Context: an optimization exercise on an open-source flow, tuned for small area, a short achievable clock period and few clock cycles per item. The choices shown serve that exercise and are no tape-out recipe. Only simulation tests tie the RTL to the original design; equivalence was not proved. Power figures rest on the tool's default switching activity, not on a simulated workload.

File: flow/config.mk
export PLATFORM = sky130hd
export DESIGN_NAME = data_mem_responder
export DESIGN_NICKNAME = data_mem_responder
export VERILOG_FILES = /design/flow/design.v
export SDC_FILE = /design/flow/constraint.sdc
export NUM_CORES = 4
export LEC_CHECK = 0
export CAP_MARGIN = 20
export CORE_MARGIN = 2
export CORE_UTILIZATION = 40
export SLEW_MARGIN = 20
File: flow/constraint.sdc
create_clock -name core_clock -period 5.0 [get_ports {clk}]
set_input_delay 1.0000 -clock core_clock [delete_from_list [all_inputs] [get_ports {clk}]]
set_output_delay 1.0000 -clock core_clock [all_outputs]
set_load 0.01 [all_outputs]
File: flow/design.v
module data_mem_responder #(
    parameter int DEPTH   = 64,
    parameter int LATENCY = 0
) (
    input  logic        clk,
    input  logic        rst_n,
    input  logic        req_valid,
    output logic        req_ready,
    input  logic        req_write,
    input  logic [31:0] req_addr,
    input  logic [31:0] req_wdata,
    output logic        resp_valid,
    input  logic        resp_ready,
    output logic [31:0] resp_rdata,
    output logic        resp_err
);
    localparam int AW = (DEPTH > 1) ? $clog2(DEPTH) : 1;
    localparam logic [1:0] S_IDLE = 2'd0;
    localparam logic [1:0] S_WAIT = 2'd1;
    localparam logic [1:0] S_RESP = 2'd2;
    logic [1:0]             state;
    logic [3:0]             cnt;
    logic                   wr_q;
    logic [31:0]            addr_q;
    logic [31:0]            wdata_q;
    logic [31:0]            rdata_q;
    logic                   err_q;
    logic [DEPTH-1:0][31:0] ram;
    logic          addr_err;
    logic [AW-1:0] widx;
    assign addr_err = (addr_q[1:0] != 2'b00) || (addr_q[31:2] >= 30'(DEPTH));
    assign widx     = addr_q[AW+1:2];
    always_ff @(posedge clk or negedge rst_n) begin
        if (!rst_n) begin
            state   <= S_IDLE;
            cnt     <= '0;
            wr_q    <= 1'b0;
            addr_q  <= '0;
            wdata_q <= '0;
            rdata_q <= '0;
            err_q   <= 1'b0;
            ram     <= '0;
        end else begin
            case (state)
                S_IDLE: begin
                    if (req_valid) begin
                        wr_q    <= req_write;
                        addr_q  <= req_addr;
                        wdata_q <= req_wdata;
                        cnt     <= 4'(LATENCY);
                        state   <= S_WAIT;
                    end
                end
                S_WAIT: begin
                    if (cnt == 4'd0) begin
                        state <= S_RESP;
                        err_q <= addr_err;
                        if (addr_err) begin
                            rdata_q <= '0;
                        end else if (wr_q) begin
                            ram[widx] <= wdata_q;
                            rdata_q   <= '0;
                        end else begin
                            rdata_q <= ram[widx];
                        end
                    end else begin
                        cnt <= cnt - 4'd1;
                    end
                end
                S_RESP: begin
                    if (resp_ready) state <= S_IDLE;
                end
                default: state <= S_IDLE;
            endcase
        end
    end
    assign req_ready  = (state == S_IDLE);
    assign resp_valid = (state == S_RESP);
    assign resp_rdata = rdata_q;
    assign resp_err   = err_q;
endmodule
File: flow/run.sh
#!/bin/bash
# synth_recipe.tcl (not shown) runs the flow's synth.tcl, then flattens the netlist and writes it again
# the make line also repeats each setting of config.mk as NAME=value (left out here)
make -C /OpenROAD-flow-scripts/flow DESIGN_CONFIG=/design/flow/config.mk WORK_HOME=/design/flow/orfs CLKGATE_MAP_FILE= SYNTH_SCRIPT=/design/flow/synth_recipe.tcl finish
==> flow_summary.toml, run 1 <==
[status]
status = "no timing/DRC/antenna violations"

[worst_setup_path]
cp_cell_sequence = "nor4_1 > nand4_1 > nor4_4 > buf_8 > nand2_1 > o21ai_0 > a31o_2"
required_ns = 5.78
cp_slowest_cell = "o21ai_0"
rrSetupSlack_ns = 0.86
cp_top_family = "simple AND/OR/NAND/NOR gates"
cp_slowest_stage_delay_ns = 0.99
worstSetupPathType = "flip-flop to flip-flop"
r2r-start = "addr_q[25]"
crit_path_end_kind = "flip-flop"
r2r-end = "rdata_q[17]"
cp.buffers_inverters = 1
reg2regPathDepth = 7
cp_max_fo = 5
startpoint_type = "flip-flop"
cp.arrival_ns = 4.92

[routing]
drt_first_iter_violations = 4440
drtPass1Iterations = 5
met1Wirelength_um = 129000
route.detailed.drc = 0
vias = 56400
wl_met2_um = 135000
top_layer = "met4"
wl_um = 289000
antenna_left = 0
dr_wl_met3_um = 16400
wl_per_cell_um = 30.1
viasPerCell = 5.89

[synthesis]
netlist_area_mm2 = 0.0970
syn_area_per_cell_um2 = 15.5
seq_area_frac_synth_pct = 55.5
synth-async-reset-ratio_pct = 100
synth_largest_area_cell = "dfrtp_1"
synthTopCellsByArea = "dfrtp_1 (56%), mux2_2 (22%), mux4_2 (11%), mux2_1 (2.2%), clkbuf_1 (1.3%)"
synth_flop_cell = "dfrtp_1"
yosysWarnings = 1
syn_nets = 6340
ys_types = 65
synth_seq_cells = 2152
synth_edf_count = 0
syn_inst = 6268
ys_top_cells_by_count = "dfrtp_1 (2152), mux2_2 (1921), mux4_2 (495), clkbuf_1 (323), nand2_1 (243)"
synth_top_cell_area_share_pct = 55.5
yosysMostFrequentCell = "dfrtp_1"

[sta]
fin_skew_ns = 0.0444
rsz0062_at_grt = "false"
hold_ws_ns = 0.169
fmax_mhz = 241
setup-tns-final_ns = 0
tightest_slew_ns = 1.18
maxSlewHeadroom_pct = 20.4
fin_crit_sh_pct = 82.8
finalHoldViolCount = 0
finalCriticalPeriod_ns = 4.14
report.final.slew_viol_count = 0
setup_viol = 0
fin_ws_ns = 0.858

[global_route]
antenna_found_initial = 10
grt_overflow = 0
grt_pass1_vias = 58800
grt_max_degree = 178
grt_pass1_wl_um = 424000
grt_use_total_pct = 23.6

[clock_network]
clk_latency_ns = 0.87
cts_root_buf = "clkbuf_16"
htreeDepth = 4
cts_setup_buffers = 0
cts_resized = 0
cts_tree = "yes"
cts_buffer_depth = 3
hold_buffers = 0
cts.sinks = 2152
cts_buffers = 228
clk_pin_slew_worst_paths_ns = 0.06

[placement]
hpwl_um = 173000
place_ws_ns = 0.996
gp_congestion = 0.834
io_buffers = 103
dp.cells = 9148
placed_area_mm2 = 0.102

[floorplanning]
ios = 104
dieWidth_um = 496
die_area_mm2 = 0.246
dieHeight_um = 496
start_util_pct = 40.3
core-area_mm2 = 0.241
rows = 180

[cells_and_area]
fin_nets = 6265
postLayoutCellArea_mm2 = 0.110
instances_no_fill = 9571
drive_gt1_share_pct = 49.1
syn_to_final_growth_pct = 13.2
utilization_pct = 45.6

[power]
powerDensity_mw_per_mm2 = 437
ir_drop_v = 0.000415
p_total_mw = 48.0
p_leak_nw = 52.6

[hold_path]
hold_class = "primary input to asynchronous set/reset pin"

[job]
maxCapViolCount = 0
kinds of logic (layout without fill, tap and decap cells):
kind of cell             Yosys count  count (layout)  synth area share (%)
AO/OA/AOI/OAI                    304             304                  2.22
XOR/XNOR                           4               4                0.0361
adder cells (fa/ha/maj)            3               3                0.0387
buffers and inverters            636             749                  2.85
flip-flops                      2152            2152                  55.5
multiplexers                    2706            2706                  37.0
other                              0               5                     0
AND/OR/NAND/NOR                  463             463                  2.29
where the power goes:
group / total, mW / switching [mW] / leakage (nW) / internal, mW
sequential: 19.0 / 1.22 / 29.9 / 17.7
clock: 17.4 / 7.10 / 3.82 / 10.3
combinational: 11.6 / 8.37 / 18.8 / 3.25
total: 48.0 / 16.7 / 52.6 / 31.3
state kept, by name, indices dropped and copies added (netlist names):
signal,flops
wdata_q,32
rdata_q,32
err_q,1
ram,2048
addr_q,32
cnt,4
state,2
wr_q,1
how the worst max path moves through the flow:
stage                from          end  cells after the start
2_1_floorplan   addr_q[3]     ram[918]                     15
3_3_place_gp   addr_q[25]  rdata_q[17]                      6
3_5_place_dp   addr_q[21]     ram[448]                      6
4_1_cts        addr_q[21]     ram[449]                      6
5_1_grt         addr_q[2]  rdata_q[17]                      8
6_report       addr_q[25]  rdata_q[17]                      7
cells in the final DEF (no fill, tap or decap), drive strengths merged, types with 12 or more instances in the layout:
cell / n
dfrtp: 2152
mux2: 2110
mux4: 495
clkbuf: 358
nand2: 243
buf: 219
clkdlybuf4s50: 102
mux2i: 101
nor2: 67
nand3: 60
a22oi: 49
a32oi: 44
o22ai: 44
o21ai: 43
clkinv: 40
a31oi: 26
a21oi: 25
bufinv: 16
nor4: 16
nor3: 14
a22o: 13
inv: 12
final cells by class:
cell class,count,area (µm²)
fill,21000,131000
sequential,2152,53900
multi-input combinational,3480,40700
clock buffer,358,6940
tap,3185,3990
timing repair buffer,321,3360
clock inverter,60,812
inverter,10,43.8
antenna,5,12.5
metal layers:
metal	up-vias	GRT usage, %
li1	23100	-
met1	31400	33.5
met2	1506	37.1
met3	425	4.23
met4	0	7.11
met5	-	0
worst register-to-register path, stage by stage (launching register included):
cell and delay (ns):
dfrtp_1 0.37, nor4_1 0.60, nand4_1 0.62, nor4_4 0.89
buf_8 0.23, nand2_1 0.17, o21ai_0 0.99, a31o_2 0.21
Testbench counts, summed over its fixed seeds: cycles 14,400, items 4,800.
==> inputs of run 2 (changes only) <==
==> flow/design.v (replaced) <==
module data_mem_responder #(
    parameter int DEPTH   = 64,
    parameter int LATENCY = 0
) (
    input  logic        clk,
    input  logic        rst_n,
    input  logic        req_valid,
    output logic        req_ready,
    input  logic        req_write,
    input  logic [31:0] req_addr,
    input  logic [31:0] req_wdata,
    output logic        resp_valid,
    input  logic        resp_ready,
    output logic [31:0] resp_rdata,
    output logic        resp_err
);
    logic        s1_v;       
    logic        s1_err;     
    logic        s1_st;      
    logic        s1_ld;      
    logic [5:0]  s1_idx;
    logic [31:0] s1_wdata;
    logic        o_v, o_err;
    logic [31:0] o_rdata;
    logic        k_v, k_err;    
    logic [31:0] k_rdata;
    logic        rdy_q;
    logic        acc, adv, take;
    logic        in_err;
    assign in_err = (req_addr[1:0] != 2'b00) || (req_addr[31:8] != 24'd0);
    assign acc    = req_valid & rdy_q;
    assign adv    = s1_v & ~k_v;           
    assign take   = o_v & resp_ready;
    logic [31:0] mem  [64];
    logic [63:0] wrtn;
    logic [31:0] rd;
    always_ff @(posedge clk) begin
        if (adv && s1_st) mem[s1_idx] <= s1_wdata;
    end
    always_ff @(posedge clk or negedge rst_n) begin
        if (!rst_n) wrtn <= '0;
        else if (adv && s1_st) wrtn[s1_idx] <= 1'b1;
    end
    assign rd = (s1_ld && wrtn[s1_idx]) ? mem[s1_idx] : 32'd0;
    logic s1_v_n, o_v_n, k_v_n;
    assign s1_v_n = acc | (s1_v & ~adv);
    assign k_v_n  = (k_v & ~take) | (adv & o_v & ~take);
    assign o_v_n  = (o_v & ~take) | k_v | adv;
    always_ff @(posedge clk or negedge rst_n) begin
        if (!rst_n) begin
            s1_v  <= 1'b0;
            o_v   <= 1'b0;
            k_v   <= 1'b0;
            rdy_q <= 1'b1;
        end else begin
            s1_v  <= s1_v_n;
            o_v   <= o_v_n;
            k_v   <= k_v_n;
            rdy_q <= ~(s1_v_n & o_v_n & k_v_n);
        end
    end
    always_ff @(posedge clk) begin
        if (acc) begin
            s1_err   <= in_err;
            s1_st    <= req_write & ~in_err;
            s1_ld    <= ~req_write & ~in_err;
            s1_idx   <= req_addr[7:2];
            s1_wdata <= req_wdata;
        end
    end
    always_ff @(posedge clk) begin
        if (!o_v || take) begin
            if (k_v) begin
                o_rdata <= k_rdata;
                o_err   <= k_err;
            end else if (adv) begin
                o_rdata <= rd;
                o_err   <= s1_err;
            end
        end
    end
    always_ff @(posedge clk) begin
        if (adv && o_v && !take) begin
            k_rdata <= rd;
            k_err   <= s1_err;
        end
    end
    assign req_ready  = rdy_q;
    assign resp_valid = o_v;
    assign resp_rdata = o_rdata;
    assign resp_err   = o_err;
endmodule
--- a/flow/config.mk
+++ b/flow/config.mk
@@ -8,4 +8,5 @@
 export CAP_MARGIN = 20
 export CORE_MARGIN = 2
 export CORE_UTILIZATION = 40
+export SETUP_SLACK_MARGIN = 2.6
 export SLEW_MARGIN = 20
==> run 2 against run 1 <==
  * Register-to-register slack better by 1.1 ns
  * Non-clock buffer count rose by 117
  * Clock-buffer cell count fell by 69
  * Design area fell by 7.3%
  * Critical path depth is 1 higher
  * First-iteration DRC count is 53% higher
  * Sequential cell count rose by 77
  * Synthesized cell count is 34% lower
  * Sequential share of layout area is 16 points higher
  * Routed wire length down 7.9%
  * Global-route usage rose by 0.55 points
  * Critical path type unchanged
  * Largest power group unchanged
==> flow_summary.toml, run 2 <==
[clock_network]
cts_tree = "yes"
htreeDepth = 4
cts_buffers = 220
clk_pin_slew_worst_paths_ns = 0.06
cts_buffer_depth = 3
cts_root_buf = "clkbuf_16"
clk_latency_ns = 0.86
cts.sinks = 2229

[power]
p_switching_mw = 15.2
p_leak_nw = 32.6
clock_power_share_pct = 32.7
p_int_mw = 35.3
powerDensity_mw_per_mm2 = 496
ir_drop_v = 0.000384
seqPwrFrac_pct = 44.0
p_comb_share_pct = 23.3
swShare_pct = 30.1

[worst_setup_path]
cp_slowest_cell = "dfxtp_4"
cp.buffers_inverters = 2
cp_max_fo = 31
startpoint_type = "flip-flop"
worstSetupPathType = "flip-flop to flip-flop"
cp_top_family = "compound AO/OA/AOI/OAI gates"
required_ns = 5.56
cp_cell_sequence = "buf_6 > or2_1 > buf_4 > nor3_1 > a311oi_1 > a22oi_2 > o211ai_1 > o31ai_1"
cp_slowest_stage_delay_ns = 0.57
cp.arrival_ns = 3.65
crit_path_end_kind = "flip-flop"

[floorplanning]
ios = 104
start_util_pct = 40.3
core-area_mm2 = 0.213
rows = 169
die_area_mm2 = 0.218
dieHeight_um = 467
dieWidth_um = 467

[hold_path]
hold_class = "primary input to asynchronous set/reset pin"

[synthesis]
syn_nets = 4238
synth_largest_area_cell = "edfxtp_1"
synth_flop_cell = "edfxtp_1"
ys_top_cells_by_count = "edfxtp_1 (2155), mux4_2 (389), mux2i_1 (295), nand2_1 (129), nor2_1 (119)"
yosysWarnings = 1
synth-async-reset-ratio_pct = 3.05
netlist_area_mm2 = 0.0857
synth_top_cell_area_share_pct = 75.5
synthTopCellsByArea = "edfxtp_1 (76%), mux4_2 (10%), mux2i_1 (3.4%), dfrtp_1 (2.0%), a221oi_1 (0.99%)"
yosysMostFrequentCell = "edfxtp_1"
syn_area_per_cell_um2 = 20.6
ys_types = 64
synth_edf_count = 2155
syn_inst = 4165
seq_area_frac_synth_pct = 77.6
synth_seq_cells = 2229

[global_route]
grt_overflow = 0
grt_pass1_wl_um = 365000
grt_pass1_vias = 44700
grt_use_total_pct = 24.1
grt_max_degree = 71
antenna_found_initial = 22

[routing]
antenna_left = 0
route.detailed.drc = 0
wl_um = 266000
drt_first_iter_violations = 6783
wl_per_cell_um = 35.0
vias = 46100
drtPass1Iterations = 6
viasPerCell = 6.07

[cells_and_area]
final_common_cell = "edfxtp_1"
postLayoutCellArea_mm2 = 0.102
syn_to_final_growth_pct = 18.7
utilization_pct = 47.9
drive_gt1_share_pct = 27.8
largest_reg_flops = 2048
final_cell_mix = "edfxtp_1 (2155), mux4_2 (389), mux2i_1 (293)"
fin_nets = 4658

[sta]
hold_ws_ns = 0.0790
finalCriticalPeriod_ns = 3.09
finalHoldViolCount = 0
fin_crit_sh_pct = 61.8
report.final.slew_viol_count = 0
rsz0062_at_grt = "true"
maxSlewHeadroom_pct = 30.8
fmax_mhz = 324
setup_viol = 0
fin_skew_ns = 0.0392
setup-tns-final_ns = 0
tightest_slew_ns = 1.04

[job]
maxCapViolCount = 0

[placement]
placed_area_mm2 = 0.0919
gp_congestion = 0.855
io_buffers = 103
hpwl_um = 147000

[status]
status = "no timing/DRC/antenna violations"
[run 2: cell count changes after synthesis, sizes merged, moves of 114 or more]
cell,change
buf,-168
mux2i,+194
clkbuf,-216
mux2,-2087
edfxtp,+2155
dfrtp,-2085
nand2,-114
[run 2: final cells by class]
class	count	area (µm²)
Antenna cell	7	17.5
Clock buffer	289	5930
Clock inverter	114	1240
Fill cell	17300	111000
Inverter	11	57.6
Multi-Input combinational cell	1685	19400
Sequential cell	2229	66600
Tap cell	2821	3530
Timing Repair Buffer	438	4950
[run 2: routing by layer]
layer  part of all wire [%]  vias to the layer above  GRT usage, %
met4                    4.0                       14          8.77
met3                     11                      483          5.76
met1                     39                    24500          33.4
met5                  0.040                        -             0
met2                     46                     2802          37.3
li1                       -                    18300             -
[run 2: cells by family after synthesis]
group / after synthesis / synth area share, %
adders and majority gates: 4 / 0.0584
muxes: 707 / 14.0
DFF: 2229 / 77.6
AOI/OAI and AO/OA: 531 / 4.53
buffers and inverters: 253 / 1.38
and+or+nand+nor: 435 / 2.37
xor gates and xnor gates: 6 / 0.0613
[run 2: repair_timing]
action                                  in CTS  in global routing
gates resized for setup                    360                129
cloned                                      15                  3
pin swaps                                   17                 10
hold buffers                                 0                  0
buffers inserted                            78                  9
endpoints found under the setup margin    2245               1437
[run 2: final timing paths]
check	start	endpoint	slack, ns	depth (start not counted)
worst min-delay path	rst_n	o_v	0.08	1
worst min register to register	wrtn[63]	wrtn[63]	0.47	1
max in group asynchronous	rst_n	wrtn[37]	3.92	2
worst max register to register	flip-flop	o_rdata[29]	1.91	8
worst max-delay path	flip-flop	o_rdata[29]	1.91	8
min in group core_clock	wrtn[63]	wrtn[63]	0.47	1
[run 2: metrics by stage]
step / instances / total power, mW / worst slack, ns
after floorplan: 4165 / 28.2 / 1.89
after global placement: 7071 / 33.0 / 0.643
after detailed placement: 7075 / 33.1 / 0.936
after CTS: 7571 / 50.3 / 1.98
after global routing: 7589 / 51.8 / 1.90
final: 7594 / 50.5 / 1.91
[run 2: power groups by stage]
stage / clock network (mW) / registers [mW] / logic (mW)
6_report: 16.5 / 22.2 / 11.8
3_3_place_gp: 0 / 22.7 / 10.3
5_1_grt: 17.4 / 22.2 / 12.2
3_5_place_dp: 0 / 22.7 / 10.4
2_1_floorplan: 0 / 22.7 / 5.55
4_1_cts: 16.7 / 22.2 / 11.3
Testbench counts of run 2, summed over its fixed seeds: cycles 4,816, items 4,800.
==> inputs of run 3 (changes only) <==
--- a/flow/config.mk
+++ b/flow/config.mk
@@ -8,5 +8,4 @@
 export CAP_MARGIN = 20
 export CORE_MARGIN = 2
 export CORE_UTILIZATION = 40
-export SETUP_SLACK_MARGIN = 2.6
 export SLEW_MARGIN = 20
==> run 3 against run 2 <==
  * Final cell count is 1.2% lower
  * Die area unchanged
  * Sequential power barely moved
  * Global-route usage shrank 0.97 points
  * Core utilization is 1.2 points lower
  * Area after synthesis unchanged
==> flow_summary.toml, run 3 <==
[worst_setup_path]
cp_common_cell = "buf_4"
startpoint_type = "flip-flop"
crit_path_end_kind = "flip-flop"
cp_max_fo = 71
cp.arrival_ns = 4.82
required_ns = 5.59
cp_slowest_cell = "dfxtp_4"
cp_cell_sequence = "buf_12 > mux4_2 > nor2b_1 > a211oi_1 > a211oi_2 > buf_4 > nor4_1 > buf_4 > o31ai_1"
worstSetupPathType = "flip-flop to flip-flop"
rrSetupSlack_ns = 0.77
cp_slowest_stage_delay_ns = 0.86

[cells_and_area]
syn_to_final_growth_pct = 15.6
utilization_pct = 46.6
fin_nets = 4558
fillers = 17600
largest_reg_flops = 2048
final_cell_mix = "edfxtp_1 (2155), mux4_2 (389), mux2i_1 (295)"
final_common_cell = "edfxtp_1"
drive_gt1_share_pct = 22.6

[routing]
wl_um = 255000
antenna_left = 0
vias = 45000
drtPass1Iterations = 6
drt_first_iter_violations = 6531
viasPerCell = 5.99
wl_per_cell_um = 34.0
route.detailed.drc = 0

[sta]
report.final.slew_viol_count = 0
rsz0062_at_grt = "false"
setup-tns-final_ns = 0
fmax_mhz = 236
finalCriticalPeriod_ns = 4.23
maxSlewHeadroom_pct = 14.1
tightest_slew_ns = 1.28
finalHoldViolCount = 0
fin_skew_ns = 0.0525
setup_viol = 0
fin_crit_sh_pct = 84.6

[clock_network]
cts_buffer_depth = 3
cts_resized = 0
clk_latency_ns = 0.87
cts_tree = "yes"
cts_buffers = 220
cts_setup_buffers = 0
htreeDepth = 4
cts.sinks = 2229
hold_buffers = 0
cts_root_buf = "clkbuf_16"
clk_pin_slew_worst_paths_ns = 0.06

[power]
p_leak_nw = 31.5
powerDensity_mw_per_mm2 = 495
ir_drop_v = 0.000358

[global_route]
grt_overflow = 0
grt_max_degree = 98
antenna_found_initial = 9
grt_pass1_wl_um = 352000
grt_busiest_layer = "met2"
grt_pass1_vias = 43500
grt_use_total_pct = 23.2
met1_usage_pct = 33.1
use_met2_pct = 35.4
grtUsageMet3_pct = 4.66

[synthesis]
synth_compound_area_share_pct = 4.53
muxShareOfSynthArea_pct = 14.0
synth_top_family_by_area = "multiplexers"
synth_edf_count = 2155
ys_top_cells_by_count = "edfxtp_1 (2155), mux4_2 (389), mux2i_1 (295), nand2_1 (129), nor2_1 (119)"
synth_top_cell_area_share_pct = 75.5
syn_inst = 4165
syn_area_per_cell_um2 = 20.6
synth_flop_cell = "edfxtp_1"
synth_seq_cells = 2229
syn_nets = 4238
seq_area_frac_synth_pct = 77.6
synth_xor_xnor_area_share_pct = 0.0613
yosysMostFrequentCell = "edfxtp_1"
yosysWarnings = 1
ys_types = 64
synth_largest_area_cell = "edfxtp_1"
synthAdderAreaFrac_pct = 0.0584
netlist_area_mm2 = 0.0857
synthSimpleGateAreaFrac_pct = 2.37
synth-async-reset-ratio_pct = 3.05
synthTopCellsByArea = "edfxtp_1 (76%), mux4_2 (10%), mux2i_1 (3.4%), dfrtp_1 (2.0%), a221oi_1 (0.99%)"

[job]
maxCapViolCount = 0

[floorplanning]
dieHeight_um = 467
dieWidth_um = 467
start_util_pct = 40.3
die_area_mm2 = 0.218
ios = 104
rows = 169
core-area_mm2 = 0.213

[placement]
io_buffers = 103
gp_congestion = 0.869
hpwl_um = 150000

[status]
status = "no timing/DRC/antenna violations"

[hold_path]
hold_class = "primary input to asynchronous set/reset pin"
## run 3: changes by cell type in the layout (fill, tap and decap cells not counted), moves of 20 or more
cell             before  now
buf_2                21    1
buf_6                52    0
buf_8                28    5
clkdlybuf4s50_1      67  102
clkinv_1             43   67
nor2_1               24   51
## run 3: path summary, 6_finish.rpt
| kind | from | endpoint | cells past startpoint |
|---|---|---|---|
| max | flip-flop | o_rdata[30] | 9 |
| min | rst_n | o_v | 1 |
| max reg2reg | flip-flop | o_rdata[30] | 9 |
| min reg2reg | s1_err | k_err | 0 |
| max in group asynchronous | rst_n | wrtn[9] | 2 |
| min in group core_clock | s1_err | k_err | 0 |
## run 3: report_power, final
part / internal (mW) / switching [mW] / leakage [nW] / total [mW]
clock: 9.02 / 7.12 / 3.41 / 16.1
sequential: 21.7 / 0.643 / 20.4 / 22.4
combinational: 3.72 / 6.84 / 7.65 / 10.6
## run 3: worst max-delay path: cells and delay by family (launching register included)
kind / cells / cell delay [ns]
AO/OA/AOI/OAI: 3 / 0.54
buffers and inverters: 3 / 0.95
multiplexers: 1 / 0.57
flip-flops: 1 / 0.86
AND/OR/NAND/NOR: 2 / 0.93
## run 3: through the flow
step / area (µm²) / instances / hold slack [ns] / total power [mW] / setup slack, ns
final: 99100 / 7505 / 0.204 / 49.1 / 0.768
after global routing: 99100 / 7498 / 0.234 / 50.3 / 0.640
after CTS: 99000 / 7492 / 0.173 / 49.2 / 0.728
after detailed placement: 91900 / 7079 / 0.437 / 33.2 / 0.763
after global placement: 91800 / 7075 / 0.437 / 33.1 / 0.630
after floorplan: 85700 / 4165 / 0.422 / 28.2 / 0.0310
## run 3: per-layer routing
layer / vias to the layer above / wire [µm]
met1: 24100 / 104000
met2: 2428 / 117000
li1: 18100 / -
met4: 6 / 9780
met3: 384 / 23900
met5: - / 34
## run 3: final cells by class
| cell class | instances | area (µm²) | area share [%] |
|---|---|---|---|
| Antenna cell | 8 | 20.0 | 0.0202 |
| Tap cell | 2821 | 3530 | 3.56 |
| Inverter | 11 | 45.0 | 0.0455 |
| Clock buffer | 269 | 5760 | 5.81 |
| Clock inverter | 144 | 1260 | 1.28 |
| Timing Repair Buffer | 340 | 3330 | 3.36 |
| Sequential cell | 2229 | 66600 | 67.2 |
| Multi-Input combinational cell | 1683 | 18600 | 18.7 |
## run 3: cells by family (layout without fill, tap and decap cells)
logic type	count (synthesis)	count (layout)
AOI/OAI and AO/OA	531	531
xor gates and xnor gates	6	6
adders and majority gates	4	4
buffers and inverters	253	764
DFF	2229	2229
muxes	707	707
other	0	8
and+or+nand+nor	435	435
==> inputs of run 4 (changes only) <==
--- a/flow/config.mk
+++ b/flow/config.mk
@@ -5,7 +5,9 @@
 export SDC_FILE = /design/flow/constraint.sdc
 export NUM_CORES = 4
 export LEC_CHECK = 0
+export ABC_AREA = 1
 export CAP_MARGIN = 20
 export CORE_MARGIN = 2
-export CORE_UTILIZATION = 40
+export CORE_UTILIZATION = 65
+export SETUP_SLACK_MARGIN = 2.6
 export SLEW_MARGIN = 20
==> run 4 against run 3 <==
  * Clock skew shrank 0.030 ns
  * Area after synthesis grew 5.6%
  * Critical path depth shrank 8
  * Hold slack gained 0.045 ns
  * Register-to-register slack gained 1.7 ns
  * Global-route usage grew 16 points
  * Core utilization grew 31 points
  * Critical path type is now flip-flop to output port
  * Total power grew 7.2%
  * Sequential cell count is the same
  * First-iteration DRC count grew 56%
  * Sequential share of layout area shrank 5.2 points
  * Final cell count grew 33%
==> flow_summary.toml, run 4 <==
[cells_and_area]
n_antenna_cell = 0
final_cell_mix = "nand2_1 (2377), edfxtp_1 (2155), nand3_1 (1789)"
utilization_pct = 78.0
instances_no_fill = 9973
syn_to_final_growth_pct = 18.7
largest_reg_flops = 2048
final_common_cell = "nand2_1"
fin_nets = 8065
drive_gt1_share_pct = 14.2

[synthesis]
ys_types = 35
synth_seq_cells = 2229
syn_inst = 7676
synth_edf_count = 2155
yosysMostFrequentCell = "nand2_1"
synth_top_cell_area_share_pct = 71.5
synth-async-reset-ratio_pct = 3.05
yosysWarnings = 1
synth_largest_area_cell = "edfxtp_1"
ys_top_cells_by_count = "nand2_1 (2415), edfxtp_1 (2155), nand3_1 (1976), inv_1 (301), buf_2 (240)"
synthTopCellsByArea = "edfxtp_1 (71%), nand3_1 (11%), nand2_1 (10%), dfrtp_1 (1.9%), buf_2 (1.3%)"
netlist_area_mm2 = 0.0905
synth_flop_cell = "edfxtp_1"
seq_area_frac_synth_pct = 73.5
syn_nets = 7749
syn_area_per_cell_um2 = 11.8

[sta]
maxSlewHeadroom_pct = 21.7
rsz0062_at_grt = "true"
report.final.slew_viol_count = 0
fin_skew_ns = 0.0224
setup-tns-final_ns = 0
fmax_mhz = 392
setup_viol = 0
tightest_slew_ns = 1.16
finalCriticalPeriod_ns = 2.55
finalHoldViolCount = 0
fin_crit_sh_pct = 51.0
fin_ws_ns = 2.45

[floorplanning]
dieHeight_um = 377
dieWidth_um = 377
ios = 104
rows = 136
core-area_mm2 = 0.138
start_util_pct = 65.7
die_area_mm2 = 0.142

[global_route]
grtUsageMet3_pct = 7.60
grt_overflow = 0
grt_max_degree = 70
grt_busiest_layer = "met2"
use_met2_pct = 60.7
antenna_found_initial = 3
grt_pass1_wl_um = 402000
grt_use_total_pct = 39.2
grt_pass1_vias = 59800
met1_usage_pct = 54.1

[routing]
wl_um = 288000
drtPass1Iterations = 7
viasPerCell = 6.44
route.detailed.drc = 0
antenna_left = 0
vias = 64300
wl_per_cell_um = 28.8
drt_first_iter_violations = 10200

[clock_network]
cts_buffer_depth = 3
clk_latency_ns = 0.85
clk_pin_slew_worst_paths_ns = 0.06
htreeDepth = 4
cts_root_buf = "clkbuf_16"
cts_buffers = 214
hold_buffers = 0
cts_tree = "yes"
cts.sinks = 2229

[placement]
gp_congestion = 0.881
place_ws_ns = 1.56
hpwl_um = 137000
dp.cells = 9299
io_buffers = 103

[worst_setup_path]
cp_slowest_cell = "edfxtp_1"
worstSetupPathType = "flip-flop to output port"
cp_max_fo = 1
cp.buffers_inverters = 1
cp_slowest_stage_delay_ns = 0.51
startpoint_type = "flip-flop"
cp.arrival_ns = 1.55
cp_cell_sequence = "buf_2"
required_ns = 4.00
cp_top_family = "flip-flops"
crit_path_end_kind = "output port"

[hold_path]
hold_class = "primary input to asynchronous set/reset pin"

[status]
status = "no timing/DRC/antenna violations"

[job]
maxCapViolCount = 0

[power]
p_leak_nw = 39.8
powerDensity_mw_per_mm2 = 489
ir_drop_v = 0.000388
p_total_mw = 52.6
-- run 4: changes by cell type after synthesis, moves of 97 or more --
cell / change
a221oi_1: -97
nand3_1: +1931
mux4_2: -389
nand2_1: +2286
buf_2: +152
mux2i_1: -295
inv_1: +291
-- run 4: layout make-up --
cell class,instances,area (µm²)
clock buffers,269,5710
clock inverters,134,1200
fillers,8186,30400
inverters,315,1300
multi-input cells,4668,22600
flip-flops and latches,2229,66600
well taps,1794,2240
repair buffers,553,7680
repair inverters,11,178
-- run 4: power breakdown --
part           switching [mW]  internal [mW]
combinational            10.1           4.48
sequential              0.323           21.6
clock                    6.96           9.14
-- run 4: cell families (layout without fill, tap and decap cells) --
kind of cell | after synthesis | count (layout) | synth area share, %
AO/OA/AOI/OAI | 97 | 98 | 0.670
flip-flops | 2229 | 2229 | 73.5
AND/OR/NAND/NOR | 4552 | 4565 | 21.7
adder cells (fa/ha/maj) | 4 | 4 | 0.0553
buffers and inverters | 793 | 1282 | 4.02
XOR/XNOR | 1 | 1 | 0.00968
-- run 4: path summary, 6_finish.rpt --
check / start / end / slack (ns) / cells past startpoint
hold / removal: rst_n / wrtn[4] / 0.25 / 1
setup reg to reg: flip-flop / o_rdata[20] / 2.48 / 14
min in group core_clock: wrtn[0] / wrtn[0] / 0.45 / 2
max in group asynchronous: rst_n / wrtn[12] / 3.73 / 2
setup / recovery: o_rdata[3] / resp_rdata[3] / 2.45 / 1
hold reg to reg: wrtn[0] / wrtn[0] / 0.45 / 2
-- run 4: repair_timing --
action	CTS	global route
buffers inserted	133	38
setup endpoints to repair	2193	1895
pin swaps	62	68
endpoints found under the hold margin	0	0
resized for setup	519	231
gates cloned	58	41
-- run 4: per-stage QoR --
step / cell area [µm²] / hold slack, ns
floorplan: 90600 / 0.424
detailed placement: 94000 / 0.444
global placement: 93800 / 0.437
global route: 107000 / 0.287
finish: 107000 / 0.249
CTS: 105000 / 0.237
-- run 4: routing by layer --
layer | wire (µm) | vias up
li1 | - | 27500
met1 | 99800 | 31000
met2 | 134000 | 4946
met3 | 38400 | 804
met4 | 15900 | 2
met5 | 19 | -
==> inputs of run 5 (changes only) <==
--- a/flow/design.v
+++ b/flow/design.v
@@ -68,17 +68,13 @@
             s1_wdata <= req_wdata;
         end
     end
-    always_ff @(posedge clk) begin
-        if (!o_v || take) begin
-            if (k_v) begin
-                o_rdata <= k_rdata;
-                o_err   <= k_err;
-            end else if (adv) begin
-                o_rdata <= rd;
-                o_err   <= s1_err;
-            end
-        end
-    end
+    logic o_hold, o_load;
+    assign o_hold = o_v & ~take;
+    assign o_load = ~o_hold;
+    dmem_oreg u_o (
+        .clk(clk), .load(o_load), .hold(o_hold),
+        .d(k_v ? {k_err, k_rdata} : {s1_err, rd}), .q({o_err, o_rdata})
+    );
     always_ff @(posedge clk) begin
         if (adv && o_v && !take) begin
             k_rdata <= rd;
@@ -90,3 +86,12 @@
     assign resp_rdata = o_rdata;
     assign resp_err   = o_err;
 endmodule
+module dmem_oreg (
+    input  logic        clk,
+    input  logic        load,
+    input  logic        hold,
+    input  logic [32:0] d,
+    output logic [32:0] q
+);
+    always_ff @(posedge clk) q <= ({33{load}} & d) | ({33{hold}} & q);
+endmodule
--- a/flow/config.mk
+++ b/flow/config.mk
@@ -5,9 +5,12 @@
 export SDC_FILE = /design/flow/constraint.sdc
 export NUM_CORES = 4
 export LEC_CHECK = 0
-export ABC_AREA = 1
 export CAP_MARGIN = 20
 export CORE_MARGIN = 2
 export CORE_UTILIZATION = 65
-export SETUP_SLACK_MARGIN = 2.6
+export CTS_CLUSTER_DIAMETER = 100
+export CTS_CLUSTER_SIZE = 24
+export SETUP_SLACK_MARGIN = 2.7
 export SLEW_MARGIN = 20
+export SYNTH_HIERARCHICAL = 1
+export SYNTH_MINIMUM_KEEP_SIZE = 0
==> run 5 against run 4 <==
  * Sequential power hardly changed
  * Non-clock buffer count is 20 lower
  * Critical path type is now flip-flop to flip-flop
  * Largest power group unchanged
  * Clock power is 41% lower
==> flow_summary.toml, run 5 <==
[synthesis]
synthAdderAreaFrac_pct = 0.0581
synth_xor_xnor_area_share_pct = 0.0712
synth_edf_count = 2122
synth_largest_area_cell = "edfxtp_1"
seq_area_frac_synth_pct = 76.9
synth_flop_cell = "edfxtp_1"
synthSimpleGateAreaFrac_pct = 2.08
synth-async-reset-ratio_pct = 3.05
ys_types = 64
muxShareOfSynthArea_pct = 14.5
syn_area_per_cell_um2 = 20.7
yosysMostFrequentCell = "edfxtp_1"
synth_top_family_by_area = "multiplexers"
synthTopCellsByArea = "edfxtp_1 (74%), mux4_2 (11%), mux2i_1 (3.5%), dfrtp_1 (1.9%), a221oi_1 (1.0%)"
synth_seq_cells = 2229
synth_top_cell_area_share_pct = 74.0
synth_compound_area_share_pct = 4.78
ys_top_cells_by_count = "edfxtp_1 (2122), mux4_2 (409), mux2i_1 (301), nor2_1 (137), nand2_1 (106)"
netlist_area_mm2 = 0.0861
syn_nets = 4227
yosysWarnings = 8
syn_inst = 4154

[cells_and_area]
final_cell_mix = "edfxtp_1 (2122), mux4_2 (409), mux2i_1 (292)"
drive_gt1_share_pct = 29.0
final_common_cell = "edfxtp_1"
syn_to_final_growth_pct = 14.1
largest_reg_flops = 2048
fin_nets = 4622
instances_no_fill = 6384

[routing]
drt_first_iter_violations = 8465
drtPass1Iterations = 6
antenna_left = 0
viasPerCell = 7.35
wl_per_cell_um = 41.3
route.detailed.drc = 0
wl_um = 264000
vias = 46900

[floorplanning]
ios = 104
rows = 133
dieHeight_um = 368
dieWidth_um = 368
core-area_mm2 = 0.131
die_area_mm2 = 0.135
start_util_pct = 65.5

[worst_setup_path]
worstSetupPathType = "flip-flop to flip-flop"
reg2regPathDepth = 10
r2r-end = "u_o.q[30]"
required_ns = 5.70
cp_slowest_cell = "or3b_2"
cp_slowest_stage_delay_ns = 0.50
startpoint_type = "flip-flop"
cp.arrival_ns = 3.82
crit_path_end_kind = "flip-flop"
rrSetupSlack_ns = 1.88
cp_cell_sequence = "buf_12 > buf_16 > buf_4 > or3b_2 > o22ai_1 > a211oi_1 > a22oi_2 > o211ai_1 > o31ai_2 > a22o_1"
worstSetupEndpoint = "u_o.q[30]"
cp_max_fo = 8

[power]
seqPwrFrac_pct = 49.9
p_leak_nw = 31.5
p_switching_mw = 14.0
swShare_pct = 31.4
ir_drop_v = 0.000395
p_comb_share_pct = 28.7
clock_power_share_pct = 21.5
p_int_mw = 30.6
powerDensity_mw_per_mm2 = 454

[clock_network]
cts_buffer_depth = 3
clk_latency_ns = 0.77
htreeDepth = 3
clk_pin_slew_worst_paths_ns = 0.10
cts_root_buf = "clkbuf_16"
cts_buffers = 102
cts.sinks = 2229
cts_tree = "yes"

[global_route]
grt_pass1_wl_um = 360000
grt_use_total_pct = 39.0
grt_pass1_vias = 45200
antenna_found_initial = 8
grt_max_degree = 70
grt_overflow = 0

[sta]
rsz0062_at_grt = "true"
finalCriticalPeriod_ns = 3.12
fmax_mhz = 320
setup_viol = 0
finalHoldViolCount = 0
fin_crit_sh_pct = 62.4
setup-tns-final_ns = 0
report.final.slew_viol_count = 0
fin_skew_ns = 0.0286
tightest_slew_ns = 1.04
maxSlewHeadroom_pct = 30.8

[placement]
io_buffers = 103
gp_congestion = 0.917
dp.cells = 6015
hpwl_um = 148000

[status]
status = "no timing/DRC/antenna violations"

[hold_path]
hold_class = "primary input to asynchronous set/reset pin"

[job]
maxCapViolCount = 0
[run 5: power by group through the flow]
stage               clock, mW  sequential, mW  combinational [mW]
finish                   9.56            22.2                12.8
CTS                      9.59            22.2                12.0
global route             10.2            22.2                13.0
floorplan                   0            22.6                5.88
detailed placement          0            22.7                10.5
global placement            0            22.6                10.3
[run 5: worst max-delay path, delay by kind of cell (launching register included)]
kind,cells,cell delay [ns]
AOI/OAI and AO/OA,6,1.53
buffers and inverters,3,0.60
DFF,1,0.42
and+or+nand+nor,1,0.50
[run 5: per-stage QoR]
stage          hold slack, ns  util, %  power, mW  worst slack (ns)  area [µm²]
4_1_cts                0.0855     73.8       43.8              2.00       97000
3_5_place_dp            0.460     69.1       33.1             0.827       90900
2_1_floorplan           0.422        -       28.5              2.24       86400
3_3_place_gp            0.440     69.1       32.9             0.868       90800
6_report                0.116     74.7       44.6              1.88       98200
5_1_grt                 0.133     74.7       45.4              1.89       98200
[run 5: cell type report]
type,count,area (µm²)
antenna,3,7.51
clock buffer,177,2920
clock inverter,4,38.8
fill,7356,33200
inverter,11,60.1
multi-input combinational,1671,20200
sequential,2229,66300
tap,1755,2200
timing repair buffer,533,6480
timing repair inverter,1,5.00
[run 5: Yosys stat by module, one instance, submodules excluded]
module              flops+latches  cell area, µm²  cells
dmem_oreg                      33            1040     74
data_mem_responder           2196           85100   4080
[run 5: cell families after synthesis]
family / after synthesis
flops: 2229
mux: 731
compound gates: 538
simple gates: 391
buf+inv: 254
xor+xnor: 7
fa+ha+maj: 4
[run 5: timing repair]
| action | CTS | global route |
|---|---|---|
| gates cloned | 21 | 11 |
| pin swaps | 39 | 24 |
| setup endpoints to repair | 2245 | 1181 |
| hold buffers | 0 | 0 |
| resized for setup | 521 | 156 |
| setup buffers | 114 | 37 |
[run 5: worst min path at each step]
| stage | to | from | slack (ns) | cells past startpoint |
|---|---|---|---|---|
| 2_1_floorplan | k_err | s1_err | 0.42 | 0 |
| 3_3_place_gp | k_err | s1_err | 0.44 | 0 |
| 3_5_place_dp | wrtn[48] | wrtn[48] | 0.46 | 1 |
| 4_1_cts | wrtn[43] | rst_n | 0.09 | 1 |
| 5_1_grt | wrtn[43] | rst_n | 0.13 | 1 |
| 6_report | wrtn[28] | rst_n | 0.12 | 1 |
[run 5: layer usage]
metal	track usage [%]	up-vias	share of wire [%]
met4	19.3	4	5.7
met5	0	-	0.0087
met2	58.1	3653	46
li1	-	18100	-
met1	54.7	24600	35
met3	9.93	607	14
Testbench counts of run 5, summed over its fixed seeds: cycles 4,816, items 4,800.
==> inputs of run 6 (changes only) <==
--- a/flow/design.v
+++ b/flow/design.v
@@ -16,32 +16,35 @@
 );
     logic        s1_v;       
     logic        s1_err;     
-    logic        s1_st;      
-    logic        s1_ld;      
-    logic [5:0]  s1_idx;
-    logic [31:0] s1_wdata;
+    logic [63:0] s1_sel;     
     logic        o_v, o_err;
     logic [31:0] o_rdata;
     logic        k_v, k_err;    
     logic [31:0] k_rdata;
     logic        rdy_q;
-    logic        acc, adv, take;
+    logic        acc, adv, take, st;
     logic        in_err;
     assign in_err = (req_addr[1:0] != 2'b00) || (req_addr[31:8] != 24'd0);
     assign acc    = req_valid & rdy_q;
     assign adv    = s1_v & ~k_v;           
     assign take   = o_v & resp_ready;
+    assign st     = acc & req_write & ~in_err;
     logic [31:0] mem  [64];
     logic [63:0] wrtn;
     logic [31:0] rd;
     always_ff @(posedge clk) begin
-        if (adv && s1_st) mem[s1_idx] <= s1_wdata;
+        if (st) mem[req_addr[7:2]] <= req_wdata;
     end
     always_ff @(posedge clk or negedge rst_n) begin
         if (!rst_n) wrtn <= '0;
-        else if (adv && s1_st) wrtn[s1_idx] <= 1'b1;
+        else if (st) wrtn[req_addr[7:2]] <= 1'b1;
     end
-    assign rd = (s1_ld && wrtn[s1_idx]) ? mem[s1_idx] : 32'd0;
+    logic [63:0] sel_n;
+    assign sel_n = (~req_write & ~in_err) ? ((64'd1 << req_addr[7:2]) & wrtn) : 64'd0;
+    always_comb begin
+        rd = 32'd0;
+        for (int i = 0; i < 64; i++) rd = rd | ({32{s1_sel[i]}} & mem[i]);
+    end
     logic s1_v_n, o_v_n, k_v_n;
     assign s1_v_n = acc | (s1_v & ~adv);
     assign k_v_n  = (k_v & ~take) | (adv & o_v & ~take);
@@ -62,10 +65,7 @@
     always_ff @(posedge clk) begin
         if (acc) begin
             s1_err   <= in_err;
-            s1_st    <= req_write & ~in_err;
-            s1_ld    <= ~req_write & ~in_err;
-            s1_idx   <= req_addr[7:2];
-            s1_wdata <= req_wdata;
+            s1_sel   <= sel_n;
         end
     end
     logic o_hold, o_load;
==> run 6 against run 5 <==
  * Critical path depth decreased by 2
  * Clock-buffer cell count decreased by 10
  * Global-route usage increased by 1.9 points
  * Final cell count increased by 0.67%
  * Total power decreased by 19%
  * Routed wire length increased by 3.1%
  * Non-clock buffer count increased by 263
  * Setup slack got worse by 0.53 ns
  * Sequential cell count increased by 18
  * Sequential power decreased by 5%
  * Still clean on timing, DRC and antenna
==> flow_summary.toml, run 6 <==
[worst_setup_path]
cp.buffers_inverters = 2
r2r-end = "u_o.q[23]"
reg2regPathDepth = 8
cp_num_cells = 8
crit_path_end_kind = "flip-flop"
rrSetupSlack_ns = 1.35
cp_cell_sequence = "buf_4 > buf_6 > a22o_1 > a221oi_1 > nand4_1 > or4_4 > mux2_2 > a22o_1"
required_ns = 5.63
cp_common_cell = "a22o_1"
cp_slowest_stage_delay_ns = 0.71
cp_slowest_cell = "or4_4"
cp_max_fo = 13
worstSetupPathType = "flip-flop to flip-flop"
r2r-start = "s1_sel[35]"
cp_top_family = "simple AND/OR/NAND/NOR gates"
cp.arrival_ns = 4.27
startpoint_type = "flip-flop"

[floorplanning]
core-area_mm2 = 0.123
dieHeight_um = 356
start_util_pct = 65.3
rows = 129
dieWidth_um = 356
ios = 104
die_area_mm2 = 0.127

[routing]
drtPass1Iterations = 6
route.detailed.drc = 0
drt_first_iter_violations = 9445
antenna_left = 0
wl_per_cell_um = 42.3
viasPerCell = 7.57
vias = 48600
wl_um = 272000

[cells_and_area]
fillers = 5988
fin_nets = 4786
drive_gt1_share_pct = 29.0
postLayoutCellArea_mm2 = 0.0987
area.sequential_mm2 = 0.0669
multi_input_area_mm2 = 0.0159
syn_to_final_growth_pct = 22.6
utilization_pct = 80.1
final_common_cell = "edfxtp_1"
instances_no_fill = 6427
final_cell_mix = "edfxtp_1 (2146), a22o_1 (499), a221oi_1 (289)"
largest_reg_flops = 2048

[synthesis]
synth-async-reset-ratio_pct = 3.03
syn_area_per_cell_um2 = 20.0
synth_edf_count = 2146
yosysWarnings = 8
ys_types = 40
synth_flop_cell = "edfxtp_1"
syn_inst = 4032
syn_nets = 4107
synth_largest_area_cell = "edfxtp_1"
yosysMostFrequentCell = "edfxtp_1"
synth_seq_cells = 2247
synth_top_cell_area_share_pct = 80.0
ys_top_cells_by_count = "edfxtp_1 (2146), a22o_1 (516), a221oi_1 (512), clkbuf_1 (149), nand4_1 (130)"
netlist_area_mm2 = 0.0805
seq_area_frac_synth_pct = 82.9
synthTopCellsByArea = "edfxtp_1 (80%), a22o_1 (5.6%), a221oi_1 (5.6%), dfrtp_1 (2.1%), nand4_1 (1.0%)"

[power]
ir_drop_v = 0.000454
p_leak_nw = 32.1
powerDensity_mw_per_mm2 = 367
p_total_mw = 36.3

[placement]
placed_area_mm2 = 0.0844
gp_congestion = 0.946
io_buffers = 103
dp.cells = 5743
hpwl_um = 154000
place_ws_ns = 0.686

[sta]
finalCriticalPeriod_ns = 3.65
setup-tns-final_ns = 0
fin_crit_sh_pct = 72.9
maxSlewHeadroom_pct = 16.8
fin_ws_ns = 1.35
tightest_slew_ns = 1.25
rsz0062_at_grt = "true"
finalHoldViolCount = 0
fin_skew_ns = 0.0350
hold_ws_ns = 0.243
setup_viol = 0
fmax_mhz = 274
report.final.slew_viol_count = 0

[clock_network]
cts.sinks = 2247
hold_buffers = 0
cts_buffer_depth = 3
htreeDepth = 3
cts_buffers = 103
cts_root_buf = "clkbuf_16"
cts_tree = "yes"
clk_pin_slew_worst_paths_ns = 0.10
clk_latency_ns = 0.76

[global_route]
grt_use_total_pct = 40.9
grt_pass1_wl_um = 353000
grt_max_degree = 66
antenna_found_initial = 23
grt_overflow = 0
grt_pass1_vias = 44300

[status]
status = "no timing/DRC/antenna violations"

[job]
maxCapViolCount = 0

[hold_path]
hold_class = "primary input to asynchronous set/reset pin"
[run 6: changes by cell type after synthesis, moves of 65 or more]
| cell | change |
|---|---|
| a22o_1 | +482 |
| a221oi_1 | +409 |
| mux4_2 | -409 |
| mux2i_1 | -301 |
| nand4_1 | +124 |
| nand2_1 | -84 |
| o21ai_0 | -66 |
| and3_1 | +65 |
[run 6: modules after synthesis, one instance, submodules excluded]
module | flops+latches | times used
dmem_oreg | 33 | 1
data_mem_responder | 2214 | 1
[run 6: what timing repair did]
item	4_1_cts	5_1_grt
endpoints found under the setup margin	2308	2262
pin swaps	157	114
resized for setup	968	234
setup buffers	276	72
gates cloned	70	81
[run 6: logic make-up after synthesis]
group / Yosys count / share of synthesized area, %
adder cells (fa/ha/maj): 6 / 0.0932
flip-flops: 2247 / 82.9
multiplexers: 33 / 0.461
buffers and inverters: 229 / 1.40
AND/OR/NAND/NOR: 387 / 2.87
AO/OA/AOI/OAI: 1125 / 12.2
XOR/XNOR: 5 / 0.0544
[run 6: how the worst max path moves through the flow]
stage | slack (ns) | startpoint | end
floorplan | 1.29 | req_valid | mem[15][0]
global placement | 0.63 | req_addr[13] | mem[24][26]
detailed placement | 0.69 | req_addr[13] | mem[50][18]
CTS | 1.64 | s1_sel[9] | u_o.q[20]
global route | 1.50 | s1_sel[35] | u_o.q[23]
finish | 1.35 | s1_sel[35] | u_o.q[23]
[run 6: layer usage]
layer  global-route usage, %  part of all wire (%)
met3                    11.4                    15
met5                       0                 0.070
met4                    20.0                   6.5
met2                    59.3                    44
met1                    58.0                    34
[run 6: layout make-up]
type,count,area share [%]
Multi-Input combinational cell,1557,16.1
Timing Repair Buffer,796,11.1
Antenna cell,12,0.0304
Inverter,6,0.0228
Clock buffer,167,2.90
Tap cell,1637,2.07
Clock inverter,5,0.0469
Sequential cell,2247,67.7
[run 6: power by group]
group	leakage, nW	switching [mW]	total, mW	internal [mW]
combinational	10.2	3.77	5.74	1.97
sequential	20.5	0.160	21.0	20.8
clock	1.39	5.57	9.52	3.95
total	32.1	9.50	36.3	26.8
Testbench counts of run 6, summed over its fixed seeds: cycles 4,816, items 4,800.
==> inputs of run 7 (changes only) <==
--- a/flow/design.v
+++ b/flow/design.v
@@ -16,7 +16,8 @@
 );
     logic        s1_v;       
     logic        s1_err;     
-    logic [63:0] s1_sel;     
+    logic [31:0] s1_lo;      
+    logic [31:0] s1_hi;      
     logic        o_v, o_err;
     logic [31:0] o_rdata;
     logic        k_v, k_err;    
@@ -39,12 +40,18 @@
         if (!rst_n) wrtn <= '0;
         else if (st) wrtn[req_addr[7:2]] <= 1'b1;
     end
-    logic [63:0] sel_n;
-    assign sel_n = (~req_write & ~in_err) ? ((64'd1 << req_addr[7:2]) & wrtn) : 64'd0;
+    logic [63:0] sel;
+    logic [31:0] lo_n, hi_n;
+    assign sel = (~req_write & ~in_err) ? ((64'd1 << req_addr[7:2]) & wrtn) : 64'd0;
     always_comb begin
-        rd = 32'd0;
-        for (int i = 0; i < 64; i++) rd = rd | ({32{s1_sel[i]}} & mem[i]);
+        lo_n = 32'd0;
+        hi_n = 32'd0;
+        for (int i = 0; i < 32; i++) begin
+            lo_n = lo_n | ({32{sel[i]}}      & mem[i]);
+            hi_n = hi_n | ({32{sel[i + 32]}} & mem[i + 32]);
+        end
     end
+    assign rd = s1_lo | s1_hi;
     logic s1_v_n, o_v_n, k_v_n;
     assign s1_v_n = acc | (s1_v & ~adv);
     assign k_v_n  = (k_v & ~take) | (adv & o_v & ~take);
@@ -65,15 +72,17 @@
     always_ff @(posedge clk) begin
         if (acc) begin
             s1_err   <= in_err;
-            s1_sel   <= sel_n;
+            s1_lo    <= lo_n;
+            s1_hi    <= hi_n;
         end
     end
-    logic o_hold, o_load;
+    logic o_hold, o_lk, o_lr;
     assign o_hold = o_v & ~take;
-    assign o_load = ~o_hold;
+    assign o_lk   = ~o_hold & k_v;
+    assign o_lr   = ~o_hold & ~k_v;
     dmem_oreg u_o (
-        .clk(clk), .load(o_load), .hold(o_hold),
-        .d(k_v ? {k_err, k_rdata} : {s1_err, rd}), .q({o_err, o_rdata})
+        .clk(clk), .hold(o_hold), .lk(o_lk), .lr(o_lr),
+        .k({k_err, k_rdata}), .r({s1_err, rd}), .q({o_err, o_rdata})
     );
     always_ff @(posedge clk) begin
         if (adv && o_v && !take) begin
@@ -88,10 +97,12 @@
 endmodule
 module dmem_oreg (
     input  logic        clk,
-    input  logic        load,
     input  logic        hold,
-    input  logic [32:0] d,
+    input  logic        lk,
+    input  logic        lr,
+    input  logic [32:0] k,
+    input  logic [32:0] r,
     output logic [32:0] q
 );
-    always_ff @(posedge clk) q <= ({33{load}} & d) | ({33{hold}} & q);
+    always_ff @(posedge clk) q <= ({33{hold}} & q) | ({33{lk}} & k) | ({33{lr}} & r);
 endmodule
--- a/flow/config.mk
+++ b/flow/config.mk
@@ -14,3 +14,4 @@
 export SLEW_MARGIN = 20
 export SYNTH_HIERARCHICAL = 1
 export SYNTH_MINIMUM_KEEP_SIZE = 0
+export TNS_END_PERCENT = 10
==> run 7 against run 6 <==
  * Via count up 1.1%
  * Routed wire length down 6.2%
  * First-iteration DRC count up 12%
  * Critical endpoint is now s1_hi[15]
==> flow_summary.toml, run 7 <==
[status]
status = "no timing/DRC/antenna violations"

[sta]
fmax_mhz = 324
tightest_slew_ns = 1.20
finalCriticalPeriod_ns = 3.09
setup_viol = 0
maxSlewHeadroom_pct = 19.9
rsz0062_at_grt = "true"
report.final.slew_viol_count = 0
fin_skew_ns = 0.0357
fin_crit_sh_pct = 61.7
finalHoldViolCount = 0

[cells_and_area]
largest_reg_flops = 2048
fillers = 7180
postLayoutCellArea_mm2 = 0.0947
final_common_cell = "edfxtp_1"
final_cell_mix = "edfxtp_1 (2146), a22oi_1 (525), buf_4 (270)"
syn_to_final_growth_pct = 16.0
fin_nets = 5006
drive_gt1_share_pct = 19.2

[worst_setup_path]
crit_path_end_kind = "flip-flop"
reg2regPathDepth = 6
cp_common_cell = "buf_12"
cp_slowest_cell = "a222oi_1"
startpoint_type = "primary input"
cp_max_fo = 32
cp.arrival_ns = 3.55
required_ns = 5.46
worstSetupPathType = "primary input to flip-flop"
cp_cell_sequence = "buf_4 > buf_12 > and3b_2 > and3_1 > buf_12 > a22oi_2 > nand4_1 > a222oi_1 > nand3_1"
rrSetupSlack_ns = 2.28
r2r-end = "s1_hi[15]"
r2r-start = "wrtn[63]"
cp_slowest_stage_delay_ns = 0.98

[clock_network]
hold_buffers = 0
cts_buffer_depth = 3
cts_tree = "yes"
cts_buffers = 103
cts.sinks = 2247
htreeDepth = 3
clk_pin_slew_worst_paths_ns = 0.11
cts_root_buf = "clkbuf_16"
clk_latency_ns = 0.77

[floorplanning]
die_area_mm2 = 0.128
start_util_pct = 65.3
dieHeight_um = 358
rows = 130
core-area_mm2 = 0.125
dieWidth_um = 358
ios = 104

[power]
ir_drop_v = 0.000426
p_total_mw = 32.7
powerDensity_mw_per_mm2 = 345
p_leak_nw = 29.7

[routing]
met1Wirelength_um = 92600
drt_first_iter_violations = 10600
route.detailed.drc = 0
wl_met2_um = 111000
dr_wl_met3_um = 40500
vias = 49100
wl_um = 255000
top_layer = "met5"
drtPass1Iterations = 9
wl_per_cell_um = 38.3
antenna_left = 0
viasPerCell = 7.38

[synthesis]
syn_nets = 4626
syn_area_per_cell_um2 = 17.9
synth-async-reset-ratio_pct = 3.03
ys_types = 63
synth_flop_cell = "edfxtp_1"
ys_top_cells_by_count = "edfxtp_1 (2146), a22oi_1 (534), clkbuf_1 (293), nand3_1 (240), a222oi_1 (229)"
yosysMostFrequentCell = "edfxtp_1"
seq_area_frac_synth_pct = 81.8
synth_seq_cells = 2247
syn_inst = 4551
synthTopCellsByArea = "edfxtp_1 (79%), a22oi_1 (4.9%), a222oi_1 (2.8%), dfrtp_1 (2.1%), nand3_1 (1.5%)"
synth_top_cell_area_share_pct = 78.9
synth_edf_count = 2146
synth_largest_area_cell = "edfxtp_1"
yosysWarnings = 8
netlist_area_mm2 = 0.0816

[job]
maxCapViolCount = 0

[global_route]
grt_pass1_vias = 45000
grt_overflow = 0
antenna_found_initial = 13
grt_max_degree = 69
grt_use_total_pct = 39.3
grt_pass1_wl_um = 348000

[placement]
hpwl_um = 147000
io_buffers = 103
placed_area_mm2 = 0.0867
gp_congestion = 0.947

[hold_path]
hold_class = "primary input to asynchronous set/reset pin"
[run 7: cell types whose count changed in the layout (fill, tap and decap cells not counted), moves of 78 or more]
cell      delta
nand3_1    +214
a22oi_1    +525
a222oi_1   +229
a221oi_2   -148
a22o_1     -435
buf_6      -116
a221oi_1   -210
a21oi_1     +78
[run 7: per-module statistics from Yosys, one instance, submodules excluded]
| module | flip-flops and latches | area (µm²) | copies in the design |
|---|---|---|---|
| data_mem_responder | 2214 | 80400 | 1 |
| dmem_oreg | 33 | 1220 | 1 |
[run 7: how the worst max path moves through the flow]
stage / start / endpoint / cells after the start
global route: req_addr[22] / mem[58][4] / 12
finish: req_addr[5] / s1_hi[15] / 9
global placement: req_addr[3] / s1_hi[25] / 12
floorplan: req_addr[21] / mem[57][0] / 6
detailed placement: req_addr[3] / s1_hi[25] / 10
CTS: req_addr[5] / s1_hi[4] / 9
[run 7: repair_timing]
| action | in CTS | in global routing |
|---|---|---|
| pin swaps | 87 | 16 |
| gates cloned | 44 | 22 |
| buffers inserted | 111 | 20 |
| setup endpoints to repair | 2282 | 2297 |
| resized for setup | 466 | 49 |
| endpoints found under the hold margin | 0 | 0 |
[run 7: metal layers]
layer | up-vias | global-route usage, %
met4 | 8 | 14.0
met1 | 25000 | 59.6
met3 | 419 | 11.3
met2 | 3911 | 55.4
li1 | 19800 | -
met5 | - | 0
[run 7: metrics by stage]
step / std cells / hold WS [ns] / worst slack (ns) / utilization, % / setup TNS [ns]
after floorplan: 4551 / 0.420 / 1.33 / - / 0
after global placement: 6276 / 0.435 / -0.310 / 69.3 / -0.363
after detailed placement: 6277 / 0.438 / -0.0504 / 69.3 / -0.0504
after CTS: 6605 / 0.402 / 1.99 / 75.0 / 0
after global routing: 6656 / 0.455 / 1.90 / 75.7 / 0
final: 6661 / 0.383 / 1.91 / 75.7 / 0
[run 7: area by class of cell]
| class | instances | area (µm²) | area share (%) |
|---|---|---|---|
| clock inverters | 4 | 66.3 | 0.0700 |
| clock buffers | 169 | 2910 | 3.07 |
| well taps | 1650 | 2060 | 2.18 |
| repair buffers | 604 | 7470 | 7.88 |
| multi-input cells | 1925 | 15200 | 16.0 |
| flip-flops and latches | 2247 | 66800 | 70.5 |
| inverters | 50 | 188 | 0.198 |
| diodes | 12 | 30.0 | 0.0317 |
[run 7: worst max-delay path, delay by kind of cell]
kind | cells | cell delay (ns)
AO/OA/AOI/OAI | 2 | 1.19
buffers and inverters | 3 | 0.53
AND/OR/NAND/NOR | 4 | 0.79
[run 7: kinds of logic after synthesis]
group	synth area share, %
buffers and inverters	1.88
xor gates and xnor gates	0.0429
adders and majority gates	0.0920
and+or+nand+nor	4.00
AOI/OAI and AO/OA	12.1
muxes	0.0123
DFF	81.8
[run 7: power breakdown]
part | total, mW | internal (mW) | switching [mW]
Sequential | 21.2 | 20.9 | 0.294
Combinational | 1.79 | 0.572 | 1.22
Clock | 9.67 | 4.07 | 5.61
Testbench counts of run 7, summed over its fixed seeds: cycles 4,816, items 4,800.
==> inputs of run 8 (changes only) <==
--- a/flow/design.v
+++ b/flow/design.v
@@ -16,8 +16,8 @@
 );
     logic        s1_v;       
     logic        s1_err;     
-    logic [31:0] s1_lo;      
-    logic [31:0] s1_hi;      
+    logic [3:0][31:0] s1_q;  
+    logic        s1_ok;      
     logic        o_v, o_err;
     logic [31:0] o_rdata;
     logic        k_v, k_err;    
@@ -41,17 +41,16 @@
         else if (st) wrtn[req_addr[7:2]] <= 1'b1;
     end
     logic [63:0] sel;
-    logic [31:0] lo_n, hi_n;
-    assign sel = (~req_write & ~in_err) ? ((64'd1 << req_addr[7:2]) & wrtn) : 64'd0;
+    logic [3:0][31:0] q_n;
+    assign sel = 64'd1 << req_addr[7:2];
     always_comb begin
-        lo_n = 32'd0;
-        hi_n = 32'd0;
-        for (int i = 0; i < 32; i++) begin
-            lo_n = lo_n | ({32{sel[i]}}      & mem[i]);
-            hi_n = hi_n | ({32{sel[i + 32]}} & mem[i + 32]);
+        for (int q = 0; q < 4; q++) begin
+            q_n[q] = 32'd0;
+            for (int i = 0; i < 16; i++)
+                q_n[q] = q_n[q] | ({32{sel[16*q + i]}} & mem[16*q + i]);
         end
     end
-    assign rd = s1_lo | s1_hi;
+    assign rd = (s1_q[0] | s1_q[1] | s1_q[2] | s1_q[3]) & {32{s1_ok}};
     logic s1_v_n, o_v_n, k_v_n;
     assign s1_v_n = acc | (s1_v & ~adv);
     assign k_v_n  = (k_v & ~take) | (adv & o_v & ~take);
@@ -72,8 +71,8 @@
     always_ff @(posedge clk) begin
         if (acc) begin
             s1_err   <= in_err;
-            s1_lo    <= lo_n;
-            s1_hi    <= hi_n;
+            s1_q     <= q_n;
+            s1_ok    <= ~req_write & ~in_err & wrtn[req_addr[7:2]];
         end
     end
     logic o_hold, o_lk, o_lr;
--- a/flow/config.mk
+++ b/flow/config.mk
@@ -7,7 +7,7 @@
 export LEC_CHECK = 0
 export CAP_MARGIN = 20
 export CORE_MARGIN = 2
-export CORE_UTILIZATION = 65
+export CORE_UTILIZATION = 58
 export CTS_CLUSTER_DIAMETER = 100
 export CTS_CLUSTER_SIZE = 24
 export SETUP_SLACK_MARGIN = 2.7
==> run 8 against run 7 <==
  * Highest routed layer unchanged
  * Design area increased by 3.0%
  * Clock power up 2.6%
  * Sequential power up 6%
  * Still clean on timing, DRC and antenna
  * Total power increased by 4.9%
  * Combinational power increased by 11%
  * Largest power group unchanged
  * Global-route usage down 2.9 points
==> flow_summary.toml, run 8 <==
[status]
status = "no timing/DRC/antenna violations"

[sta]
fin_crit_sh_pct = 50.9
finalCriticalPeriod_ns = 2.54
fmax_mhz = 393
setup_viol = 0
report.final.slew_viol_count = 0
rsz0062_at_grt = "true"
maxSlewHeadroom_pct = 27.7
setup-tns-final_ns = 0
fin_skew_ns = 0.0362
finalHoldViolCount = 0

[routing]
viasPerCell = 6.96
antenna_left = 0
drtPass1Iterations = 6
wl_um = 272000
vias = 48900

[cells_and_area]
drive_gt1_share_pct = 18.9
postLayoutCellArea_mm2 = 0.0976
fin_nets = 5124
utilization_pct = 68.1
fillers = 9415
final_cell_mix = "edfxtp_1 (2211), a22oi_1 (752), buf_4 (252)"
final_common_cell = "edfxtp_1"

[power]
seqPwrFrac_pct = 65.3
powerDensity_mw_per_mm2 = 351
clock_power_share_pct = 28.9
p_switching_mw = 7.89
swShare_pct = 23.0
ir_drop_v = 0.000366

[global_route]
grt_max_degree = 65
grt_use_total_pct = 36.5
grt_pass1_wl_um = 368000
antenna_found_initial = 17
grt_overflow = 0

[synthesis]
syn_inst = 4547
synth_top_cell_area_share_pct = 79.4
synth_largest_area_cell = "edfxtp_1"
synth_edf_count = 2211
syn_area_per_cell_um2 = 18.4
ys_top_cells_by_count = "edfxtp_1 (2211), a22oi_1 (789), nand2_1 (240), nor2_1 (190), clkbuf_1 (107)"
seq_area_frac_synth_pct = 82.3
synth_flop_cell = "edfxtp_1"
netlist_area_mm2 = 0.0836

[clock_network]
htreeDepth = 3
clk_latency_ns = 0.79
clk_pin_slew_worst_paths_ns = 0.09
cts.sinks = 2312
cts_tree = "yes"

[placement]
hpwl_um = 144000
gp_congestion = 0.890
dp.cells = 6582
io_buffers = 103
placed_area_mm2 = 0.0893

[floorplanning]
start_util_pct = 58.3
die_area_mm2 = 0.147
rows = 139
dieHeight_um = 384
ios = 104
core-area_mm2 = 0.143

[worst_setup_path]
cp.buffers_inverters = 7
startpoint_type = "primary input"
cp_max_fo = 7
required_ns = 5.63
worstSetupPathType = "primary input to flip-flop"
cp_slowest_cell = "or3b_4"
cp_slowest_stage_delay_ns = 0.46
cp_top_family = "buffers and inverters"
cp.arrival_ns = 3.18
cp_common_cell = "buf_12"

[hold_path]
hold_class = "primary input to asynchronous set/reset pin"

[job]
maxCapViolCount = 0
run 8: cell count changes after synthesis, sizes merged, moves of 33 or more:
cell	before	now
a22oi	534	789
nand3	240	33
clkbuf	293	108
a222oi	229	46
nand2	68	240
o22ai	106	2
nor2	96	194
a21oi	101	7
buf	38	130
o21ai	87	5
mux2i	1	70
edfxtp	2146	2211
or4	2	35
run 8: Yosys stat by module, one instance, submodules excluded:
module              cells inside  flops+latches  cell area, µm²  copies in the design
data_mem_responder          4436           2279           82300                     1
dmem_oreg                    111             33            1220                     1
run 8: final cells by class:
class / count / area (µm²) / share of cell area, %
Sequential cell: 2312 / 68800 / 70.5
Multi-Input combinational cell: 1961 / 15200 / 15.6
Timing Repair Buffer: 626 / 8020 / 8.22
Clock buffer: 172 / 2940 / 3.02
Tap cell: 1903 / 2380 / 2.44
Inverter: 42 / 170 / 0.174
Clock inverter: 7 / 82.6 / 0.0846
Antenna cell: 5 / 12.5 / 0.0128
run 8: final timing paths:
| kind | from | to | slack, ns |
|---|---|---|---|
| min | rst_n | wrtn[17] | 0.22 |
| max in group asynchronous | rst_n | rdy_q | 3.90 |
| min reg2reg | s1_err | k_err | 0.46 |
| max | req_addr[2] | s1_q[72] | 2.46 |
| max reg2reg | rdy_q | mem[37][26] | 2.47 |
| min in group core_clock | s1_err | k_err | 0.46 |
run 8: timing repair:
item / CTS / global route
resized for setup: 510 / 44
endpoints found under the setup margin: 2419 / 2377
buffers inserted: 187 / 10
gates cloned: 47 / 17
hold endpoints to repair: 0 / 0
hold buffers: 0 / 0
pin swaps: 112 / 14
run 8: kinds of logic after synthesis:
logic type                 count (synthesis)  share of synthesized area (%)
AOI/OAI and AO/OA                       1102                           10.4
buffers and inverters                    280                           1.60
and+or+nand+nor                          762                           4.54
DFF                                     2312                           82.3
muxes                                     80                           1.08
xor gates and xnor gates                   5                         0.0524
adders and majority gates                  6                         0.0898
run 8: through the flow:
stage	worst slack, ns	hold slack [ns]
2_1_floorplan	0.729	0.426
3_3_place_gp	0.532	0.440
3_5_place_dp	0.469	0.439
4_1_cts	2.53	0.372
5_1_grt	2.40	0.242
6_report	2.46	0.220
run 8: power by group through the flow:
| stage | registers, mW | clock network (mW) | logic, mW |
|---|---|---|---|
| after floorplan | 22.3 | 0 | 0.730 |
| after global placement | 22.8 | 0 | 1.86 |
| after detailed placement | 22.8 | 0 | 1.89 |
| after CTS | 22.3 | 9.95 | 1.92 |
| after global routing | 22.4 | 10.6 | 2.07 |
| final | 22.4 | 9.92 | 1.98 |
run 8: layer usage:
| layer | part of all wire [%] | routed length [µm] | track usage, % | up-vias |
|---|---|---|---|---|
| met1 | 37 | 101000 | 51.8 | 25400 |
| met5 | 0.025 | 69 | 0 | - |
| met2 | 45 | 123000 | 54.8 | 3294 |
| li1 | - | - | - | 19800 |
| met3 | 13 | 34900 | 8.97 | 501 |
| met4 | 4.6 | 12600 | 14.9 | 10 |
run 8: worst register-to-register path, cell delays in order (launching register included):
cell,delay (ns)
dfstp_2,0.54
and2_4,0.22
nand2_4,0.07
nor3_4,0.20
buf_6,0.16
buf_6,0.12
nand3_2,0.10
buf_12,0.18
buf_4,0.14
nor2_4,0.12
buf_12,0.14
clkbuf_16,0.23
Testbench counts of run 8, summed over its fixed seeds: cycles 4,816, items 4,800.
